This is an optimization exercise on Yosys and OpenROAD, whose aim is small area, a short achievable clock period and few clock cycles per item, not a production implementation. No functional check of the RTL was part of any run shown here.

==> flow/design.v, too long to show whole: its modules and the start of the top module <==
// module FP_Mul_tree: 1979 lines
// module FP_Mul_pre: 35 lines
// module FP_Mul_post: 34 lines
// module fp_mul_arbiter: 93 lines
module fp_mul_arbiter #(
    parameter int W = fp_alu_pkg::FP_W
) (
    input  logic         clk,
    input  logic         rst,
    input  logic         req0_valid,
    input  logic [W-1:0] req0_a,
    input  logic [W-1:0] req0_b,
    output logic         req0_ready,
    input  logic         req1_valid,
    input  logic [W-1:0] req1_a,
    input  logic [W-1:0] req1_b,
    output logic         req1_ready,
    output logic         rsp_valid,
    output logic [W-1:0] rsp_data,
    output logic         rsp_id,
    input  logic         rsp_ready
);
  // ...
==> flow/run.sh <==
#!/bin/bash
# synth_recipe.tcl (not shown) runs the flow's synth.tcl, then flattens the netlist and writes it again
# the make line also repeats each setting of config.mk as NAME=value (left out here)
make -C /OpenROAD-flow-scripts/flow DESIGN_CONFIG=/design/flow/config.mk WORK_HOME=/design/flow/orfs CLKGATE_MAP_FILE= SYNTH_SCRIPT=/design/flow/synth_recipe.tcl finish
==> flow/config.mk <==
export PLATFORM = sky130hd
export DESIGN_NAME = fp_mul_arbiter
export DESIGN_NICKNAME = fp_mul_arbiter
export VERILOG_FILES = /design/flow/design.v
export SDC_FILE = /design/flow/constraint.sdc
export NUM_CORES = 4
export LEC_CHECK = 0
export ABC_AREA = 1
export CAP_MARGIN = 20
export CORE_MARGIN = 2
export CORE_UTILIZATION = 40
export SETUP_SLACK_MARGIN = 5
export SLEW_MARGIN = 20
==> flow/constraint.sdc <==
create_clock -name core_clock -period 11.0 [get_ports {clk}]
set_input_delay 2.2000 -clock core_clock [delete_from_list [all_inputs] [get_ports {clk}]]
set_output_delay 2.2000 -clock core_clock [all_outputs]
set_load 0.01 [all_outputs]
==> reports/metrics.yaml, run 1 <==
route:
  wl_met1_um: 30300
  wl_um: 76700
  dr.pass1.iters: 6
final_layout:
  clockBufferCount: 9
  final_util_pct: 48.9
  final_cell_count_no_fill: 3622
  buf_share_pct: 11.5
  multi_input_area_share_pct: 63.9
global_route:
  grt_use_total_pct: 27.5
  met3_usage_pct: 6.08
  grt_antenna_before_repair: 0
logic_synthesis:
  netlist_area_sq_mm: 0.0212
  syn_avg_cell_area_sq_um: 7.68
  yosys.area_share.xor_xnor_pct: 13.1
  synth_ff_type: "edfxtp_1"
  synth_top_family_by_area: "adder cells"
sta:
  rsz0062_at_grt: "true"
outcome:
  outcome: "timing/DRC/antenna clean"
worst_setup_path:
  required_ns: 8.80
  crit_family: "simple AND/OR/NAND/NOR gates"
  r2r_setup_slack_ns: 5.08
die:
  rows: 84
placement:
  postPlaceCellArea_sq_mm: 0.0234
  place_congestion: 0.935
  dp_hpwl_um: 55900
==> inputs of run 2 (changes only) <==
--- a/flow/config.mk
+++ b/flow/config.mk
@@ -9,5 +9,5 @@
 export CAP_MARGIN = 20
 export CORE_MARGIN = 2
 export CORE_UTILIZATION = 40
-export SETUP_SLACK_MARGIN = 5
+export SETUP_SLACK_MARGIN = 3
 export SLEW_MARGIN = 20
==> reports/metrics.yaml, run 2 <==
route:
  via_count: 19400
  drt_iter0_drc: 1514
  via_per_inst: 5.51
  post-route-drc-count: 0
  wl_um: 72300  # -5.8%
  final_antenna_net_count: 0
  dr.pass1.iters: 5  # -1
  post_drt_wl_per_cell_um: 20.5
worst_setup_path:
  critical-path-max-stage-delay_ns: 0.64
  slowest_stage: "clkdlybuf4s50_1"
  required_ns: 8.80  # about the same
  cp_max_fo: 42
  critPathArrivalTime_ns: 5.20
  criticalPathCategory: "reg2out"
  cpMostUsedCell: "nor2_1"
  startpoint_type: "flop"
  critPathCaptureType: "output port"
sta:
  rsz0062_at_grt: "false"
  setup_violations: 0
  fmax_mhz: 135
  post-route-period-util_pct: 67.3
  whs_ns: 0.425
  tightest_slew_ns: 1.19
  min_period_ns: 7.40
  hold_viol: 0
  slew_violations: 0
  slew_headroom_pct: 20.4
  setup_tns_ns: 0
  skew_ns: 0.0231
global_route:
  grt_max_degree: 67
  grt_pass1_wl_um: 112000
  grt_use_total_pct: 26.9  # -0.67 points
  grt_antenna_before_repair: 2  # +2
  grt_pass1_vias: 19900
  grt.overflow.total: 0
die:
  start_util_pct: 40.4
  dieArea_sq_mm: 0.0549
  fp.dieH_um: 234
  core_area_sq_mm: 0.0524
  ios: 169
  die_x_um: 234
  rows: 84  # unchanged
flow_run:
  maxCapViolCount: 0
clock_tree:
  clkTransAtPathRegs_ns: 0.08
  cts_buffers: 9
  cts-root-buf: "clkbuf_16"
  htreeDepth: 3
  cts_tree: "done"
  clk_latency_ns: 0.41
  clock_path_buffers: 2
  cts.sinks: 102
  post_cts_buffers: 0
logic_synthesis:
  yosysSeqAreaShare_pct: 14.3
  netlist.area_leader.share_pct: 24.3
  yosysMostFrequentCell: "inv_1"
  syn-num-nets: 3245
  ys_types: 53
  synth-async-reset-ratio_pct: 0
  synth_top_area_cell: "fa_1"
  synth_edf_count: 99
  synth_ff_type: "edfxtp_1"
  yosysWarnings: 3
  netlist_area_sq_mm: 0.0212  # unchanged
  ys_top_cells_by_count: "502 x inv_1, 472 x nand2_1, 300 x xor2_1, 262 x o22ai_1, 257 x fa_1"
  syn_inst: 2759
  syn_avg_cell_area_sq_um: 7.68  # unchanged
  ys_ff_latch: 102
  ys_top_cells_by_area: "fa_1 24%, edfxtp_1 14%, xor2_1 12%, inv_1 8.9%, nand2_1 8.4%"
outcome:
  outcome: "timing/DRC/antenna clean"
final_layout:
  largest_registers: "s2_ph_q x25, s1_fa_q x23, s1_fb_q x23"
  areaGrowthSynthToFinish_pct: 11.7
  regMostFlops: "s2_ph_q"
  drive_gt1_share_pct: 4.35
  largest_reg_flops: 25
  layout_common_cells: "501 x inv_1, 471 x nand2_1, 300 x xor2_1, 262 x o22ai_1, 256 x fa_1"
  layout.nets: 3310
  final_common_cell: "inv_1"
placement:
  dp_hpwl_um: 55200  # -1.2%
  port_buffers: 168
  place_congestion: 0.942  # +0.71%
min_path:
  hp-class: "reg2reg"
==> run 2: cell types whose count changed in the layout (fill, tap and decap cells not counted), sizes merged <==
cell / delta
buf: -108
clkdlybuf4s50: +32
clkinvlp: -13
dlygate4sd2: -10
inv: +6
nand2: -5
clkdlybuf4s15: -4
bufbuf: -2
clkbuf: -2
clkinv: +1
diode: +1
==> run 2: critical path: cells and delay by family (launching register included) <==
kind,cells,cell delay (ns)
XOR/XNOR,1,0.17
AO/OA/AOI/OAI,3,0.75
adder cells (fa/ha/maj),3,0.69
buffers and inverters,4,0.99
AND/OR/NAND/NOR,14,1.79
flip-flops,1,0.41
==> run 2: area by class of cell <==
| class | count | area [sq um] |
|---|---|---|
| Antenna cell | 1 | 2.50 |
| Clock buffer | 10 | 229 |
| Clock inverter | 6 | 55.1 |
| Fill cell | 5226 | 28800 |
| Inverter | 535 | 2020 |
| Multi-Input combinational cell | 1977 | 15500 |
| Sequential cell | 102 | 3030 |
| Tap cell | 688 | 861 |
| Timing Repair Buffer | 199 | 1930 |
==> run 2: worst paths after layout <==
check | start | end | slack, ns | cells after the start
setup / recovery | s2_ph_q[24] | rsp_data[23] | 3.60 | 25
hold / removal | s1_exp_q[2] | s2_exp_q[2] | 0.43 | 0
setup reg to reg | s1_fb_q[13] | s2_ph_q[15] | 3.62 | 24
hold reg to reg | s1_exp_q[2] | s2_exp_q[2] | 0.43 | 0
==> run 2: per-layer routing <==
metal  vias to the layer above  GRT usage (%)  wire length, um
met2                      1063           42.3            31900
li1                       8942              -                -
met5                         -              0               12
met1                      9141           34.7            29700
met4                         2           12.1             3530
met3                       222           6.88             7120
==> run 2: timing repair <==
| item | 4_1_cts | 5_1_grt |
|---|---|---|
| setup endpoints to repair | 0 | 30 |
| resized for setup | 0 | 12 |
| hold buffers | 0 | 0 |
==> run 2: cell families (layout without fill, tap and decap cells) <==
family	Yosys count	in the layout	share of synthesized area, %
other	0	1	0
flip-flops	102	102	14.3
AO/OA/AOI/OAI	475	475	13.5
adder cells (fa/ha/maj)	353	353	29.9
XOR/XNOR	318	318	13.1
buffers and inverters	680	750	12.5
multiplexers	5	5	0.236
AND/OR/NAND/NOR	826	826	16.4
==> run 2: through the flow <==
stage | instance area [sq um] | cells | utilization [%] | setup slack [ns]
global placement | 23300 | 3501 | 44.5 | 3.82
floorplan | 21200 | 2759 | - | 4.71
global route | 23700 | 3517 | 45.1 | 3.01
finish | 23700 | 3518 | 45.1 | 3.60
CTS | 23600 | 3517 | 45.0 | 3.24
detailed placement | 23300 | 3501 | 44.5 | 3.68
==> module FP_Mul_post, before the edit <==
module FP_Mul_post (
    input  logic        sign_i,
    input  logic        nan_i,
    input  logic [9:0]  exp_i,
    input  logic [24:0] ph_i,       
    input  logic        g_i,        
    input  logic        st_i,       
    output logic [31:0] p_o
);
    logic [22:0] mant;
    logic        guard, sticky, round_up;
    logic [23:0] mant_r;
    logic [9:0]  exp_r;
    always_comb begin
        if (ph_i[24]) begin
            mant   = ph_i[23:1];
            guard  = ph_i[0];
            sticky = g_i | st_i;
        end else begin
            mant   = ph_i[22:0];
            guard  = g_i;
            sticky = st_i;
        end
        round_up = guard & (sticky | mant[0]);
        mant_r   = {1'b0, mant} + {23'd0, round_up};
        exp_r    = exp_i + {9'd0, ph_i[24]} + {9'd0, mant_r[23]};
        if (exp_r[9] || (exp_r == 10'd0))
            p_o = {sign_i, 31'd0};
        else if (exp_r >= 10'd255)
            p_o = {sign_i, 8'hFF, nan_i, 22'd0};
        else
            p_o = {sign_i, exp_r[7:0], mant_r[22:0]};
    end
endmodule
==> inputs of run 3 (changes only) <==
--- a/flow/design.v
+++ b/flow/design.v
@@ -2026,35 +2026,65 @@
 module FP_Mul_post (
     input  logic        sign_i,
     input  logic        nan_i,
-    input  logic [9:0]  exp_i,
+    input  logic [9:0]  exp_i,      
     input  logic [24:0] ph_i,       
     input  logic        g_i,        
     input  logic        st_i,       
     output logic [31:0] p_o
 );
-    logic [22:0] mant;
-    logic        guard, sticky, round_up;
-    logic [23:0] mant_r;
-    logic [9:0]  exp_r;
+    logic        n;
+    logic        ru1, ru0;            
+    logic [22:0] a1, a0;              
+    logic [22:0] m1, m0, mant;
+    logic        ovf1, ovf0;
+    logic [9:0]  e1, e2;
+    logic        u0, u1, u2, o0, o1, o2;
+    logic [7:0]  ef;
+    logic        zero, inf;
+    assign n   = ph_i[24];
+    assign ru1 = ph_i[0] & (g_i | st_i | ph_i[1]);
+    assign ru0 = g_i & (st_i | ph_i[0]);
     always_comb begin
-        if (ph_i[24]) begin
-            mant   = ph_i[23:1];
-            guard  = ph_i[0];
-            sticky = g_i | st_i;
+        a1[0] = ph_i[1];
+        a0[0] = ph_i[0];
+        for (int k = 1; k < 23; k++) begin
+            a1[k] = a1[k-1] & ph_i[k+1];
+            a0[k] = a0[k-1] & ph_i[k];
+        end
+        m1[0] = ph_i[1] ^ ru1;
+        m0[0] = ph_i[0] ^ ru0;
+        for (int k = 1; k < 23; k++) begin
+            m1[k] = ph_i[k+1] ^ (ru1 & a1[k-1]);
+            m0[k] = ph_i[k]   ^ (ru0 & a0[k-1]);
+        end
+    end
+    assign ovf1 = ru1 & a1[22];
+    assign ovf0 = ru0 & a0[22];
+    assign mant = n ? m1 : m0;
+    assign e1 = exp_i + 10'd1;
+    assign e2 = exp_i + 10'd2;
+    assign u0 = exp_i[9] | (exp_i == 10'd0);
+    assign u1 = e1[9] | (e1 == 10'd0);
+    assign u2 = e2[9] | (e2 == 10'd0);
+    assign o0 = ~exp_i[9] & (exp_i >= 10'd255);
+    assign o1 = ~e1[9] & (e1 >= 10'd255);
+    assign o2 = ~e2[9] & (e2 >= 10'd255);
+    always_comb begin
+        if (n) begin
+            ef   = ovf1 ? e2[7:0] : e1[7:0];
+            zero = ovf1 ? u2 : u1;
+            inf  = ovf1 ? o2 : o1;
         end else begin
-            mant   = ph_i[22:0];
-            guard  = g_i;
-            sticky = st_i;
+            ef   = ovf0 ? e1[7:0] : exp_i[7:0];
+            zero = ovf0 ? u1 : u0;
+            inf  = ovf0 ? o1 : o0;
         end
-        round_up = guard & (sticky | mant[0]);
-        mant_r   = {1'b0, mant} + {23'd0, round_up};
-        exp_r    = exp_i + {9'd0, ph_i[24]} + {9'd0, mant_r[23]};
-        if (exp_r[9] || (exp_r == 10'd0))
+        if (zero)
             p_o = {sign_i, 31'd0};
-        else if (exp_r >= 10'd255)
+        else if (inf)
             p_o = {sign_i, 8'hFF, nan_i, 22'd0};
         else
-            p_o = {sign_i, exp_r[7:0], mant_r[22:0]};
+            p_o = {sign_i, ef, mant};
     end
 endmodule
 `default_nettype wire
--- a/flow/config.mk
+++ b/flow/config.mk
@@ -9,5 +9,5 @@
 export CAP_MARGIN = 20
 export CORE_MARGIN = 2
 export CORE_UTILIZATION = 40
-export SETUP_SLACK_MARGIN = 3
+export SETUP_SLACK_MARGIN = 5
 export SLEW_MARGIN = 20
==> reports/metrics.yaml, run 3 <==
worst_setup_path:
  cp_cell_sequence: "nand2_2 > nor2_2 > nand4_2 > nor2_2 > nand4_2 > nor2_2 > nand4_2 > nor2_2 > nand4_2 > nor2_4 > nand4_4 > nor2_8 > buf_4 > nand2_2 > nand2_1 > nand3_1 > nand2_1 > nor2_1 > nor2_1 > clkdlybuf4s50_1"
  criticalPathCategory: "reg2out"
  required_ns: 8.80  # about the same
  critical-path-max-stage-delay_ns: 0.54  # -0.10 ns
  startpoint_type: "flop"
  critPathArrivalTime_ns: 3.74  # -1.46 ns
  cp_max_fo: 11  # -74%
  slowest_stage: "clkdlybuf4s50_1"
  critPathCaptureType: "output port"
route:
  post_drt_wl_per_cell_um: 20.8  # +1.1%
  via_per_inst: 5.63  # +2.2%
  wl_um: 73100  # +1.2%
  final_antenna_net_count: 0  # unchanged
  dr.pass1.iters: 7  # +2
  post-route-drc-count: 0  # unchanged
  via_count: 19800  # +2.3%
  drt_iter0_drc: 1932  # +28%
global_route:
  grt_pass1_wl_um: 106000  # -5.4%
  grt_pass1_vias: 19200  # -3.3%
  grt_max_degree: 74  # +10%
  grt_use_total_pct: 25.1  # -1.7 points
  grt_antenna_before_repair: 0  # -2
  grt.overflow.total: 0  # unchanged
final_layout:
  final_area_sq_mm: 0.0256  # +8.3%
  final_cell_count_no_fill: 3521  # +0.085%
  drive_gt1_share_pct: 12.6  # +8.3 points
  largest_registers: "s2_ph_q x25, s1_fa_q x23, s1_fb_q x23"
  largest_reg_flops: 25  # unchanged
  layout_common_cells: "460 x inv_1, 339 x nand2_1, 296 x xor2_1, 260 x o22ai_1, 253 x fa_1"
  layout.nets: 3317  # +0.21%
  regMostFlops: "s2_ph_q"
  areaGrowthSynthToFinish_pct: 21.2
  final_common_cell: "inv_1"
logic_synthesis:
  ys_types: 58  # +9.4%
  yosysWarnings: 3  # unchanged
  yosysSeqAreaShare_pct: 14.3  # +0.030 points
  synth_top_area_cell: "fa_1"
  yosysMostFrequentCell: "inv_1"
  ys_ff_latch: 102  # unchanged
  ys_top_cells_by_count: "479 x inv_1, 363 x nand2_1, 296 x xor2_1, 262 x o22ai_1, 256 x fa_1"
  netlist.area_leader.share_pct: 24.2  # -0.043 points
  synth_ff_type: "edfxtp_1"
  synth-async-reset-ratio_pct: 0  # unchanged
  syn_avg_cell_area_sq_um: 7.98  # +3.8%
  syn-num-nets: 3142  # -3.2%
  synth_edf_count: 99  # unchanged
  ys_top_cells_by_area: "fa_1 24%, edfxtp_1 14%, xor2_1 12%, inv_1 8.5%, o22ai_1 7.7%"
  syn_inst: 2652  # -3.9%
  netlist_area_sq_mm: 0.0212  # -0.21%
sta:
  tightest_slew_ns: 0.905  # -0.287 ns
  hold_viol: 0  # unchanged
  fin_ws_ns: 5.06  # +1.46 ns
  min_period_ns: 5.94  # -1.46 ns
  slew_violations: 0  # unchanged
  skew_ns: 0.00913  # -0.0140 ns
  setup_violations: 0  # unchanged
  setup_tns_ns: 0  # unchanged
  rsz0062_at_grt: "true"
  fmax_mhz: 168  # +25%
  post-route-period-util_pct: 54.0  # -13 points
  slew_headroom_pct: 39.0  # +19 points
die:
  die_x_um: 234  # -0.10%
  ios: 169  # unchanged
  rows: 84  # unchanged
  start_util_pct: 40.3  # -0.086 points
  fp.dieH_um: 234  # -0.10%
  core_area_sq_mm: 0.0524  # unchanged
  dieArea_sq_mm: 0.0547  # -0.21%
clock_tree:
  cts_tree: "done"
  cts.sinks: 102  # unchanged
  cts-root-buf: "clkbuf_16"
  hold_buffers: 0  # unchanged
  htreeDepth: 3  # unchanged
  clk_latency_ns: 0.37  # -0.04 ns
  cts_buffers: 9  # unchanged
  clkTransAtPathRegs_ns: 0.06  # -0.02 ns
  clock_path_buffers: 2  # unchanged
placement:
  dp_hpwl_um: 50600  # -8.4%
  dp_slack_ns: 3.50  # -0.186 ns
  place_congestion: 0.942  # about the same
  postPlaceCellArea_sq_mm: 0.0233  # about the same
  port_buffers: 168  # unchanged
  placed_cells: 3388  # -3.2%
outcome:
  outcome: "timing/DRC/antenna clean"
flow_run:
  maxCapViolCount: 0  # unchanged
min_path:
  hp-class: "reg2reg"
## run 3: per-layer routing
metal,track usage (%),share of wire (%),routed length (um)
met1,33.6,41,29700
met2,38.9,43,31700
met3,6.48,11,8240
met4,9.85,4.7,3440
met5,0,0,0
## run 3: layout make-up
cell class                      count  area [sq um]
Multi-Input combinational cell   1904         16400
Clock buffer                       10           229
Clock inverter                      6          52.6
Tap cell                          688           861
Inverter                          504          2000
Sequential cell                   102          3030
Timing Repair inverter              5          37.5
Fill cell                        4957         26800
Antenna cell                        1          2.50
Timing Repair Buffer              301          3020
## run 3: path summary, 6_finish.rpt
check	cells after the start	slack [ns]	start	endpoint
max	20	5.06	s2_ph_q[1]	rsp_data[24]
min	0	0.42	s1_exp_q[3]	s2_exp_q[3]
max reg2reg	19	5.11	s1_fa_q[0]	s2_ph_q[18]
min reg2reg	0	0.42	s1_exp_q[3]	s2_exp_q[3]
## run 3: timing repair
item | in CTS | in global routing
setup buffers | 29 | 64
pin swaps | 7 | 32
gates resized for setup | 93 | 185
cloned | 6 | 17
setup endpoints to repair | 55 | 54
## run 3: critical path, delay by kind of cell (launching register included)
family                 cells  cell delay (ns)
flip-flops                 1             0.46
buffers and inverters      2             0.74
AND/OR/NAND/NOR           18             2.18
## run 3: cells by family after synthesis
| logic type | Yosys count | synth area share [%] |
|---|---|---|
| adder cells (fa/ha/maj) | 357 | 30.2 |
| XOR/XNOR | 318 | 13.2 |
| AO/OA/AOI/OAI | 530 | 14.9 |
| multiplexers | 11 | 0.520 |
| AND/OR/NAND/NOR | 679 | 15.0 |
| buffers and inverters | 655 | 11.9 |
| flip-flops | 102 | 14.3 |
## run 3: stage by stage
stage	utilization (%)	hold WS [ns]
final	48.9	0.420
after global routing	48.9	0.437
after CTS	46.3	0.423
after detailed placement	44.5	0.406
after global placement	44.5	0.403
after floorplan	-	0.400

afterwards: timing with drivers on the ports:
The results above use ideal ports. As a check the final layouts listed here were re-extracted and re-timed, cells and wires unchanged.
Step 1: set_driving_cell puts a clkbuf_16 on clk and a buf_2 on each other input, an assumption about the parent block.
Step 2 times the ports against the registers' clock, not the clock port: input delays grow and output delays shrink by t, the midpoint of the rising clock arrivals with the driver on.
a / b / c = ideal / step 1 / step 2; a / b = the first two.
run	t, ns	setup slack, ns	clock arrival spread, ns
run 1	0.462	4.315 / 4.258 / 4.720	0.022 / 0.022
run 2	0.455	3.599 / 3.541 / 3.619	0.025 / 0.024
run 3	0.420	5.057 / 5.002 / 5.064	0.011 / 0.011
After both steps setup and hold are still met in every run listed.
